From an optimization exercise on the open Yosys and OpenROAD flow, aimed at small area, a short achievable clock period and few clock cycles per item; shortcuts taken in it are not production practice.

==> inputs of build 32 <==
Design break_reminder_timer, start of the top module:
module break_reminder_timer (
  input  logic                            clk,
  input  logic                            rst_n,
  input  logic                            in_tvalid,
  output logic                            in_tready,
  input  logic [brt_pkg::IN_TDATA_W-1:0]  in_tdata,
  input  logic [2:0]                      in_tuser,
  output logic                            out_tvalid,
  input  logic                            out_tready,
  output logic [brt_pkg::OUT_TDATA_W-1:0] out_tdata,
  input  logic                            cfg_valid,
  output logic                            cfg_ready,
  input  logic [brt_pkg::CFG_IDX_W-1:0]   cfg_index,
  input  logic [brt_pkg::CFG_DATA_W-1:0]  cfg_data
);
  logic [13:0] ivl15;
  logic [15:0] break_secs;
  logic [15:0] warn_level;
  logic [11:0] idle15;
  logic [7:0]  max_hold_min;
  logic [11:0] grace15;
  logic [8:0]  mode_bits;
  logic [21:0] work_window;
  logic        s1_vld;
  logic [2:0]  s1_req;
  logic        s1_idle;
  logic        s1_run;
  logic [3:0]  s1_busy;
  logic        out_vld;
  logic [1:0]  phase;
  logic [15:0] cd;
  logic [7:0]  hm;
  logic [5:0]  hs;
  logic [3:0]  reason;
  logic        paused;
  logic [2:0]  ev;
  logic [1:0]  n_phase;
  logic [15:0] n_cd;
  logic        n_hclr;
  logic        n_hinc;
  logic        n_zero;
  logic        n_le1;
  ...
Settings: LEC_CHECK=0, ABC_AREA=1, CAP_MARGIN=20, CORE_MARGIN=2, CORE_UTILIZATION=65, CTS_BUF_LIST=sky130_fd_sc_hd__clkbuf_4 sky130_fd_sc_hd__clkbuf_8, SETUP_SLACK_MARGIN=3.5, SLEW_MARGIN=20; clock period 6.5 ns.
standard.sh (not shown) runs the stock make flow with config.mk's settings and CLKGATE_MAP_FILE= SYNTH_SCRIPT=/design/flow/synth_recipe.tcl, a recipe that flattens the netlist after the stock synthesis.
==> flow/flow/run.sh <==
#!/bin/bash
# Layout flow: the standard flow (standard synthesis and ORFS layout),
# with the port buffers that buffer_ports inserts made plain buf_1 cells
# instead of the tool's default pick (a slow delay buffer).
# ORFS writes each step's log under orfs/logs; make's own output is kept in
# standard.log here.
set -euo pipefail
cd "$(dirname "$0")/.."
export BUFFER_PORTS_ARGS="-buffer_cell sky130_fd_sc_hd__buf_1"
bash standard.sh > standard.log 2>&1
==> build 68: changes against build 32 <==
--- a/flow/design.v
+++ b/flow/design.v
@@ -84,12 +84,10 @@
   input  logic [13:0] ivl15,
   input  logic [15:0] break_secs,
   input  logic [15:0] warn_level,
   input  logic [11:0] grace15,
   input  logic        smart,
-  input  logic        go,          
-  input  logic        rst,         
   input  logic [2:0]  req,
   input  logic        t_idle,
   input  logic        t_run,
   input  logic [3:0]  busy,
   input  logic [1:0]  phase,
@@ -165,38 +163,32 @@
                 || (h_free && grace15 == 12'd0) || (hg_go && ph_g && !sbusy_nz && cd_le1)
                 || (r_bnow && !ph_b);
   assign sel_gr  = h_free && grace15 != 12'd0;
   assign to_hold = (run && ph_w && cd_zero && sbusy_nz) || g_hold;
   assign to_grace = sel_gr;
-  logic g;
-  logic s_dec, s_ivl, s_brk, s_gr, s_keep;
-  assign g      = go && !rst;
-  assign s_dec  = g && sel_dec;
-  assign s_ivl  = g && sel_ivl;
-  assign s_brk  = g && sel_brk;
-  assign s_gr   = g && sel_gr;
-  assign s_keep = !rst && !(s_dec || s_ivl || s_brk || s_gr);
-  assign n_cd = ({16{s_dec}} & cd_dec) | ({16{s_ivl}} & ivl_secs)
-              | ({16{s_brk}} & break_secs) | ({16{s_gr}} & grace_secs)
-              | ({16{s_keep}} & cd) | ({16{rst}} & brt_pkg::RESET_COUNTDOWN);
-  assign n_zero = (s_dec && cd_is1) || (s_ivl && ivl15 == 14'd0)
-               || (s_brk && break_secs == 16'd0) || (s_keep && cd_zero);
-  assign n_le1  = (s_dec && (cd_is1 || cd_is2)) || (s_ivl && ivl15 == 14'd0)
-               || (s_brk && break_secs[15:1] == 15'd0) || (s_keep && cd_le1);
-  logic p_brk, p_work, p_hold, p_grace, p_keep;
-  assign p_brk   = s_brk;
-  assign p_work  = g && !sel_brk && to_work;
-  assign p_hold  = g && !sel_brk && !to_work && to_hold;
-  assign p_grace = g && !sel_brk && !to_work && !to_hold && to_grace;
-  assign p_keep  = !rst && !(p_brk || p_work || p_hold || p_grace);
-  assign n_phase = {p_hold || p_grace || (p_keep && phase[1]),
-                    p_brk || p_grace || (p_keep && phase[0])};
-  logic r_busy, r_keep;
-  assign r_busy = g && (to_hold || h_stay);
-  assign r_keep = !rst && !(g && (to_hold || h_stay || sel_brk || to_work || g_dec || h_free));
-  assign n_reason = ({4{r_busy}} & busy) | ({4{r_keep}} & reason);
-  assign n_paused = !rst && (g ? (r_pause ? !paused : (!r_bnow && paused)) : paused);
+  logic sel_keep;
+  assign sel_keep = !(sel_dec || sel_ivl || sel_brk || sel_gr);
+  assign n_cd = ({16{sel_dec}} & cd_dec) | ({16{sel_ivl}} & ivl_secs)
+              | ({16{sel_brk}} & break_secs) | ({16{sel_gr}} & grace_secs)
+              | ({16{sel_keep}} & cd);
+  assign n_zero = (sel_dec && cd_is1) || (sel_ivl && ivl15 == 14'd0)
+               || (sel_brk && break_secs == 16'd0) || (sel_keep && cd_zero);
+  assign n_le1  = (sel_dec && (cd_is1 || cd_is2)) || (sel_ivl && ivl15 == 14'd0)
+               || (sel_brk && break_secs[15:1] == 15'd0) || (sel_keep && cd_le1);
+  always_comb begin
+    if (sel_brk)       n_phase = brt_pkg::PH_BREAK;
+    else if (to_work)  n_phase = brt_pkg::PH_WORK;
+    else if (to_hold)  n_phase = brt_pkg::PH_HOLD;
+    else if (to_grace) n_phase = brt_pkg::PH_GRACE;
+    else               n_phase = phase;
+  end
+  always_comb begin
+    if (to_hold || h_stay)                 n_reason = busy;
+    else if (sel_brk || to_work || g_dec || h_free) n_reason = 4'd0;
+    else                                   n_reason = reason;
+  end
+  assign n_paused = r_pause ? !paused : (r_bnow ? 1'b0 : paused);
   always_comb begin
     if (sel_brk && !r_bnow || r_bnow && !ph_b) n_ev = brt_pkg::EV_START;
     else if (tk && ph_b && cd_le1)             n_ev = brt_pkg::EV_END;
     else if (r_skip && ph_b)                   n_ev = brt_pkg::EV_SKIP;
     else if (((run && ph_w && !cd_zero) || g_dec) && warn_hit) n_ev = brt_pkg::EV_WARN;
@@ -323,12 +315,10 @@
       s1_run  <= !idle_hit && in_hours;
       s1_busy <= in_tdata[19:16];
     end
   end
   brt_step u_step (
-    .go           (adv),
-    .rst          (!rst_n),
     .ivl15        (ivl15),
     .break_secs   (break_secs),
     .warn_level   (warn_level),
     .grace15      (grace15),
     .smart        (mode_bits[0]),
@@ -351,37 +341,40 @@
     .n_hinc       (n_hinc),
     .n_reason     (n_reason),
     .n_paused     (n_paused),
     .n_ev         (n_ev)
   );
+  logic st_en;
+  assign st_en = adv || !rst_n;
   always_ff @(posedge clk) begin
     if (!rst_n)          out_vld <= 1'b0;
     else if (adv)        out_vld <= 1'b1;
     else if (out_tready) out_vld <= 1'b0;
   end
   always_ff @(posedge clk) begin
-    phase   <= n_phase;
-    cd      <= n_cd;
-    cd_zero <= n_zero;
-    cd_le1  <= n_le1;
-    reason  <= n_reason;
-    paused  <= n_paused;
+    if (st_en) begin
+      phase   <= n_phase & {2{rst_n}};
+      cd      <= rst_n ? n_cd : brt_pkg::RESET_COUNTDOWN;
+      cd_zero <= n_zero && rst_n;
+      cd_le1  <= n_le1 && rst_n;
+      reason  <= n_reason & {4{rst_n}};
+      paused  <= n_paused && rst_n;
+    end
   end
   logic [7:0] hm_inc;
-  logic [5:0] hs_inc;
-  logic       h_clr;
-  logic       h_inc;
-  logic       h_keep;
   assign hm_inc = hm + {7'd0, hs == 6'd59};
-  assign hs_inc = (hs == 6'd59) ? 6'd0 : hs + 6'd1;
-  assign h_clr  = adv && n_hclr;
-  assign h_inc  = adv && n_hinc;
-  assign h_keep = !(h_clr || h_inc);
   always_ff @(posedge clk) begin
-    if (adv) ev <= n_ev;
-    hm <= ({8{h_inc}} & hm_inc) | ({8{h_keep}} & hm);
-    hs <= ({6{h_inc}} & hs_inc) | ({6{h_keep}} & hs);
+    if (adv) begin
+      ev <= n_ev;
+      if (n_hclr) begin
+        hm <= 8'd0;
+        hs <= 6'd0;
+      end else if (n_hinc) begin
+        hm <= hm_inc;
+        hs <= (hs == 6'd59) ? 6'd0 : hs + 6'd1;
+      end
+    end
   end
   logic hs_step;
   logic ho_cmp;
   assign hs_step = s1_vld && s1_req == brt_pkg::REQ_TICK && s1_run && !paused && phase[1];
   assign ho_cmp  = brt_pkg::ge16({8'd0, hm + {7'd0, hs_step ? (hs[5:1] == 5'd29) : (hs == 6'd59)}},
==> flow/run.sh (new file) <==
#!/bin/bash
# synth_recipe.tcl (not shown) runs the flow's synth.tcl, then flattens the netlist and writes it again
# the make line also repeats each setting of config.mk as NAME=value (left out here)
make -C /OpenROAD-flow-scripts/flow DESIGN_CONFIG=/design/flow/config.mk WORK_HOME=/design/flow/orfs CLKGATE_MAP_FILE= SYNTH_SCRIPT=/design/flow/synth_recipe.tcl finish
CORE_UTILIZATION = 40   (was 65)
CTS_BUF_LIST = not set   (was sky130_fd_sc_hd__clkbuf_4 sky130_fd_sc_hd__clkbuf_8)
removed: flow/flow/run.sh
removed: flow/standard.sh
==> build 59: changes against build 32 <==
--- a/flow/design.v
+++ b/flow/design.v
@@ -84,12 +84,10 @@
   input  logic [13:0] ivl15,
   input  logic [15:0] break_secs,
   input  logic [15:0] warn_level,
   input  logic [11:0] grace15,
   input  logic        smart,
-  input  logic        go,          
-  input  logic        rst,         
   input  logic [2:0]  req,
   input  logic        t_idle,
   input  logic        t_run,
   input  logic [3:0]  busy,
   input  logic [1:0]  phase,
@@ -165,38 +163,32 @@
                 || (h_free && grace15 == 12'd0) || (hg_go && ph_g && !sbusy_nz && cd_le1)
                 || (r_bnow && !ph_b);
   assign sel_gr  = h_free && grace15 != 12'd0;
   assign to_hold = (run && ph_w && cd_zero && sbusy_nz) || g_hold;
   assign to_grace = sel_gr;
-  logic g;
-  logic s_dec, s_ivl, s_brk, s_gr, s_keep;
-  assign g      = go && !rst;
-  assign s_dec  = g && sel_dec;
-  assign s_ivl  = g && sel_ivl;
-  assign s_brk  = g && sel_brk;
-  assign s_gr   = g && sel_gr;
-  assign s_keep = !rst && !(s_dec || s_ivl || s_brk || s_gr);
-  assign n_cd = ({16{s_dec}} & cd_dec) | ({16{s_ivl}} & ivl_secs)
-              | ({16{s_brk}} & break_secs) | ({16{s_gr}} & grace_secs)
-              | ({16{s_keep}} & cd) | ({16{rst}} & brt_pkg::RESET_COUNTDOWN);
-  assign n_zero = (s_dec && cd_is1) || (s_ivl && ivl15 == 14'd0)
-               || (s_brk && break_secs == 16'd0) || (s_keep && cd_zero);
-  assign n_le1  = (s_dec && (cd_is1 || cd_is2)) || (s_ivl && ivl15 == 14'd0)
-               || (s_brk && break_secs[15:1] == 15'd0) || (s_keep && cd_le1);
-  logic p_brk, p_work, p_hold, p_grace, p_keep;
-  assign p_brk   = s_brk;
-  assign p_work  = g && !sel_brk && to_work;
-  assign p_hold  = g && !sel_brk && !to_work && to_hold;
-  assign p_grace = g && !sel_brk && !to_work && !to_hold && to_grace;
-  assign p_keep  = !rst && !(p_brk || p_work || p_hold || p_grace);
-  assign n_phase = {p_hold || p_grace || (p_keep && phase[1]),
-                    p_brk || p_grace || (p_keep && phase[0])};
-  logic r_busy, r_keep;
-  assign r_busy = g && (to_hold || h_stay);
-  assign r_keep = !rst && !(g && (to_hold || h_stay || sel_brk || to_work || g_dec || h_free));
-  assign n_reason = ({4{r_busy}} & busy) | ({4{r_keep}} & reason);
-  assign n_paused = !rst && (g ? (r_pause ? !paused : (!r_bnow && paused)) : paused);
+  logic sel_keep;
+  assign sel_keep = !(sel_dec || sel_ivl || sel_brk || sel_gr);
+  assign n_cd = ({16{sel_dec}} & cd_dec) | ({16{sel_ivl}} & ivl_secs)
+              | ({16{sel_brk}} & break_secs) | ({16{sel_gr}} & grace_secs)
+              | ({16{sel_keep}} & cd);
+  assign n_zero = (sel_dec && cd_is1) || (sel_ivl && ivl15 == 14'd0)
+               || (sel_brk && break_secs == 16'd0) || (sel_keep && cd_zero);
+  assign n_le1  = (sel_dec && (cd_is1 || cd_is2)) || (sel_ivl && ivl15 == 14'd0)
+               || (sel_brk && break_secs[15:1] == 15'd0) || (sel_keep && cd_le1);
+  always_comb begin
+    if (sel_brk)       n_phase = brt_pkg::PH_BREAK;
+    else if (to_work)  n_phase = brt_pkg::PH_WORK;
+    else if (to_hold)  n_phase = brt_pkg::PH_HOLD;
+    else if (to_grace) n_phase = brt_pkg::PH_GRACE;
+    else               n_phase = phase;
+  end
+  always_comb begin
+    if (to_hold || h_stay)                 n_reason = busy;
+    else if (sel_brk || to_work || g_dec || h_free) n_reason = 4'd0;
+    else                                   n_reason = reason;
+  end
+  assign n_paused = r_pause ? !paused : (r_bnow ? 1'b0 : paused);
   always_comb begin
     if (sel_brk && !r_bnow || r_bnow && !ph_b) n_ev = brt_pkg::EV_START;
     else if (tk && ph_b && cd_le1)             n_ev = brt_pkg::EV_END;
     else if (r_skip && ph_b)                   n_ev = brt_pkg::EV_SKIP;
     else if (((run && ph_w && !cd_zero) || g_dec) && warn_hit) n_ev = brt_pkg::EV_WARN;
@@ -323,12 +315,10 @@
       s1_run  <= !idle_hit && in_hours;
       s1_busy <= in_tdata[19:16];
     end
   end
   brt_step u_step (
-    .go           (adv),
-    .rst          (!rst_n),
     .ivl15        (ivl15),
     .break_secs   (break_secs),
     .warn_level   (warn_level),
     .grace15      (grace15),
     .smart        (mode_bits[0]),
@@ -351,37 +341,40 @@
     .n_hinc       (n_hinc),
     .n_reason     (n_reason),
     .n_paused     (n_paused),
     .n_ev         (n_ev)
   );
+  logic st_en;
+  assign st_en = adv || !rst_n;
   always_ff @(posedge clk) begin
     if (!rst_n)          out_vld <= 1'b0;
     else if (adv)        out_vld <= 1'b1;
     else if (out_tready) out_vld <= 1'b0;
   end
   always_ff @(posedge clk) begin
-    phase   <= n_phase;
-    cd      <= n_cd;
-    cd_zero <= n_zero;
-    cd_le1  <= n_le1;
-    reason  <= n_reason;
-    paused  <= n_paused;
+    if (st_en) begin
+      phase   <= n_phase & {2{rst_n}};
+      cd      <= rst_n ? n_cd : brt_pkg::RESET_COUNTDOWN;
+      cd_zero <= n_zero && rst_n;
+      cd_le1  <= n_le1 && rst_n;
+      reason  <= n_reason & {4{rst_n}};
+      paused  <= n_paused && rst_n;
+    end
   end
   logic [7:0] hm_inc;
-  logic [5:0] hs_inc;
-  logic       h_clr;
-  logic       h_inc;
-  logic       h_keep;
   assign hm_inc = hm + {7'd0, hs == 6'd59};
-  assign hs_inc = (hs == 6'd59) ? 6'd0 : hs + 6'd1;
-  assign h_clr  = adv && n_hclr;
-  assign h_inc  = adv && n_hinc;
-  assign h_keep = !(h_clr || h_inc);
   always_ff @(posedge clk) begin
-    if (adv) ev <= n_ev;
-    hm <= ({8{h_inc}} & hm_inc) | ({8{h_keep}} & hm);
-    hs <= ({6{h_inc}} & hs_inc) | ({6{h_keep}} & hs);
+    if (adv) begin
+      ev <= n_ev;
+      if (n_hclr) begin
+        hm <= 8'd0;
+        hs <= 6'd0;
+      end else if (n_hinc) begin
+        hm <= hm_inc;
+        hs <= (hs == 6'd59) ? 6'd0 : hs + 6'd1;
+      end
+    end
   end
   logic hs_step;
   logic ho_cmp;
   assign hs_step = s1_vld && s1_req == brt_pkg::REQ_TICK && s1_run && !paused && phase[1];
   assign ho_cmp  = brt_pkg::ge16({8'd0, hm + {7'd0, hs_step ? (hs[5:1] == 5'd29) : (hs == 6'd59)}},
==> flow/run.sh (new file) <==
#!/bin/bash
# synth_recipe.tcl (not shown) runs the flow's synth.tcl, then flattens the netlist and writes it again
# the make line also repeats each setting of config.mk as NAME=value (left out here)
make -C /OpenROAD-flow-scripts/flow DESIGN_CONFIG=/design/flow/config.mk WORK_HOME=/design/flow/orfs CLKGATE_MAP_FILE= SYNTH_SCRIPT=/design/flow/synth_recipe.tcl finish
ABC_AREA = not set   (was 1)
CORE_UTILIZATION = 40   (was 65)
CTS_BUF_LIST = not set   (was sky130_fd_sc_hd__clkbuf_4 sky130_fd_sc_hd__clkbuf_8)
removed: flow/flow/run.sh
removed: flow/standard.sh
==> qor.yml <==
status: "complete, no violations"
critPathMaxStageDelay_ns: 0.43
nFillCells: 2011
die-area_um2: 24030
initial_core_util: 0.4054
power_density_nw_per_um2: 256.8
fmax_mhz: 263.0
pg_seq_mw: 1.38
mostFrequentLayoutCell: "edfxtp_1"
dr_wl_met2_um: 11250
the above is filed under build 59

==> qor.yml <==
hold_violations: 0
die-area_um2: 15420
nFillCells: 1109
pg_seq_mw: 1.27
ff2ff_setup_slack_ns: 3.66
status: "complete, no violations"
route.met3.wl_um: 1646
power_density_nw_per_um2: 231.8
cts_buffers: 17
critPathMaxStageDelay_ns: 0.12
fmax_mhz: 332.8
mostFrequentLayoutCell: "nand2_1"
dr_wl_met2_um: 10830
ys_seq_area_frac: 0.4775
the above is filed under build 32

==> qor.yml <==
power_density_nw_per_um2: 246.9
nFillCells: 2227
crit_path_end: "in_tready"
yosysUniqueCellTypes: 52
pg_seq_mw: 1.36
initial_core_util: 0.4070
status: "complete, no violations"
die-area_um2: 25140
critPathMaxStageDelay_ns: 0.13
antenna_found_initial: 0
synth-main-ff-cell: "edfxtp_1"
fmax_mhz: 339.5
dr_wl_met2_um: 11320
fin_skew_ns: 0.01191
synth_top_family_by_area: "simple AND/OR/NAND/NOR gates"
the above is filed under build 68

Function was not checked in any run of this note: the RTL went through the layout flow alone.

port drivers added, routing unchanged:
Ports are ideal in the flow. The routed layouts listed here were re-timed in OpenROAD.
Step 1, drivers: a clkbuf_16 drives clk and a buf_2 each remaining input, both assumed.
Step 2 adds t to the input delays and takes it off the output delays; t is the mean of the earliest and latest rising clock arrival at the registers after step 1. Input paths then give back, and output paths get back, about the clock's delay inside the block.
a / b / c = no drivers / after step 1 / after step 2; a / b = the first two.
run	shift t [ns]	setup slack, ns	clock arrival spread, ns	worst data-port slew with drivers (ns)	cell pins on the clock port's net
build 32	0.496	3.495 / 3.463 / 3.162	0.016 / 0.015	0.04	1
build 68	0.475	3.554 / 3.530 / 3.144	0.014 / 0.013	0.05	1
build 59	0.474	2.698 / 2.698 / 2.698	0.012 / 0.011	0.05	1
After both steps every run listed still meets setup and hold. The setup slack of build 68, which loses most, moves by -0.024 ns with the drivers and by -0.410 ns with both steps.
